This design comes from an exercise in tuning for small area on the open sky130 flow, not from production work. At most, simulation tests tie the RTL to the original design; equivalence was not proved. No activity file was given, so power comes from the tool's default toggle rates.

==> flow/design.v (excerpt) <==
module decodeStage (
    input  logic                      CLK,
    input  logic                      RESET,
    input  logic                      instrValid,
    input  logic [31:0]               instr,
    input  logic [31:0]               pc,
    input  logic                      writeEnable,
    input  logic [4:0]                writeReg,
    input  logic [31:0]               writeData,
    output logic                      outValid,
    output logic [31:0]               instrOut,
    output logic [31:0]               pcOut,
    output logic [31:0]               operandA,
    output logic [31:0]               operandB,
    output logic [4:0]                writeRegOut,
    output logic                      regWriteOut,
    output logic                      memReadOut,
    output logic                      memWriteOut,
    output logic [31:0]               memWriteData,
    output mipsDecodePkg::aluOp_t     aluOpOut,
    output logic [4:0]                shiftAmount,
    output logic [31:0]               altPc,
    output logic                      requestAltPc,
    output logic                      sys
);
For scale: roughly 3100 cells after synthesis, roughly 1200 flip-flops, roughly 0.051 sq mm of cells after synthesis.
==> module regFile, before the edit <==
module regFile (
    input  logic        CLK,
    input  logic        RESET,
    input  logic [4:0]  readRegA,
    input  logic [4:0]  readRegB,
    input  logic        readEnA,
    input  logic        readEnB,
    input  logic        writeEnable,
    input  logic [4:0]  writeReg,
    input  logic [31:0] writeData,
    output logic [31:0] readDataA,
    output logic [31:0] readDataB
);
    logic [31:0] regs [1:31];
    logic [31:1] written;
    logic [31:1] we;
    logic [31:1] selA [2];
    logic [31:1] selB [2];
    for (genvar i = 1; i < 32; i++) begin : g_reg
        assign we[i] = writeEnable && (writeReg == i);
        always_ff @(posedge CLK) begin
            if (we[i]) regs[i] <= writeData;
        end
        always_ff @(posedge CLK or negedge RESET) begin
            if (!RESET)     written[i] <= 1'b0;
            else if (we[i]) written[i] <= 1'b1;
        end
    end
    for (genvar h = 0; h < 2; h++) begin : g_half
        readSelect decA (.en(readEnA), .idx(readRegA), .written(written), .sel(selA[h]));
        readSelect decB (.en(readEnB), .idx(readRegB), .written(written), .sel(selB[h]));
    end
    for (genvar b = 0; b < 32; b++) begin : g_bit
        logic [30:0] column;
        for (genvar i = 1; i < 32; i++) begin : g_col
            assign column[i-1] = regs[i][b];
        end
        readBit portA (.sel(selA[b / 16]), .d(column), .y(readDataA[b]));
        readBit portB (.sel(selB[b / 16]), .d(column), .y(readDataB[b]));
    end
endmodule
==> module readSelect, before the edit <==
module readSelect (
    input  logic        en,
    input  logic [4:0]  idx,
    input  logic [31:1] written,
    output logic [31:1] sel
);
    for (genvar i = 1; i < 32; i++) begin : g_sel
        assign sel[i] = en && (idx == i) && written[i];
    end
endmodule
clock: 5.5 ns
lec_check: 0
cap_margin: 10
core_margin: 2
core_utilization: 50
cts_buf_list: sky130_fd_sc_hd__clkbuf_16 sky130_fd_sc_hd__clkbuf_8
cts_cluster_diameter: 80
cts_cluster_size: 30
place_density: 0.65
slew_margin: 10
synth_hierarchical: 1
standard.sh (not shown) runs the stock make flow with config.mk's settings and CLKGATE_MAP_FILE= SYNTH_SCRIPT=/design/flow/synth_recipe.tcl, a recipe that flattens the netlist after the stock synthesis.
==> flow/flow/run.sh <==
#!/bin/bash
# The standard layout, with one change to how ORFS makes it:
#  - the port buffers are the smallest buffer cell instead of clkdlybuf4s50_1
set -euo pipefail
export BUFFER_PORTS_ARGS="-buffer_cell sky130_fd_sc_hd__buf_1"
bash standard.sh > standard_flow.log 2>&1
Next try:
--- a/flow/design.v
+++ b/flow/design.v
@@ -135,6 +135,6 @@
     logic [31:1] written;
     logic [31:1] we;
-    logic [31:1] selA [2];
-    logic [31:1] selB [2];
+    logic [31:1] selA;
+    logic [31:1] selB;
     for (genvar i = 1; i < 32; i++) begin : g_reg
         assign we[i] = writeEnable && (writeReg == i);
@@ -146,8 +146,6 @@
             else if (we[i]) written[i] <= 1'b1;
         end
-    end
-    for (genvar h = 0; h < 2; h++) begin : g_half
-        readSelect decA (.en(readEnA), .idx(readRegA), .written(written), .sel(selA[h]));
-        readSelect decB (.en(readEnB), .idx(readRegB), .written(written), .sel(selB[h]));
+        assign selA[i] = readEnA && (readRegA == i) && written[i];
+        assign selB[i] = readEnB && (readRegB == i) && written[i];
     end
     for (genvar b = 0; b < 32; b++) begin : g_bit
@@ -156,16 +154,6 @@
             assign column[i-1] = regs[i][b];
         end
-        readBit portA (.sel(selA[b / 16]), .d(column), .y(readDataA[b]));
-        readBit portB (.sel(selB[b / 16]), .d(column), .y(readDataB[b]));
-    end
-endmodule
-module readSelect (
-    input  logic        en,
-    input  logic [4:0]  idx,
-    input  logic [31:1] written,
-    output logic [31:1] sel
-);
-    for (genvar i = 1; i < 32; i++) begin : g_sel
-        assign sel[i] = en && (idx == i) && written[i];
+        readBit portA (.sel(selA), .d(column), .y(readDataA[b]));
+        readBit portB (.sel(selB), .d(column), .y(readDataB[b]));
     end
 endmodule
=>
- clock power rises slightly
- non-clock buffer count goes up by 35
- utilization increases by 0.60 points
- sequential cell count is unchanged
- worst setup slack improves by 0.64 ns
- power barely changes
- first-iteration DRC count came out higher by a few percent
- fmax went up by roughly a tenth
- routed wire length climbs by a few percent
- sequential power stays flat
- critical path depth goes up by 7
No functional check of the RTL was part of the first run of this note.

[re-timing with driven ports]
In the flow no input, the clock included, has a driving cell. The finished layouts below were timed again as built, in two steps.
Step 1, drivers: a clkbuf_16 drives CLK and a buf_2 each remaining input, both assumed.
Step 2 times the ports against the registers' clock, not the clock port: input delays grow and output delays shrink by t, the midpoint of the rising clock arrivals with the driver on.
Three values: ideal, step 1, step 2; two values: the first two.
run | shift t [ns] | setup WS [ns] | worst setup path after step 2 | clock arrival spread, ns | worst register clock-pin slew, ns
the first run | 0.745 | 0.116 / 0.159 / -0.586 | input to register | 0.047 / 0.048 | 0.12 / 0.12
the second run | 0.739 | 0.760 / 0.720 / -0.019 | input to register | 0.029 / 0.030 | 0.12 / 0.12
Met with ideal ports but missed after step 2: setup timing in the first run and the second run. The setup slack of the second run, which loses most, moves by -0.040 ns with the drivers and by -0.779 ns with both steps.
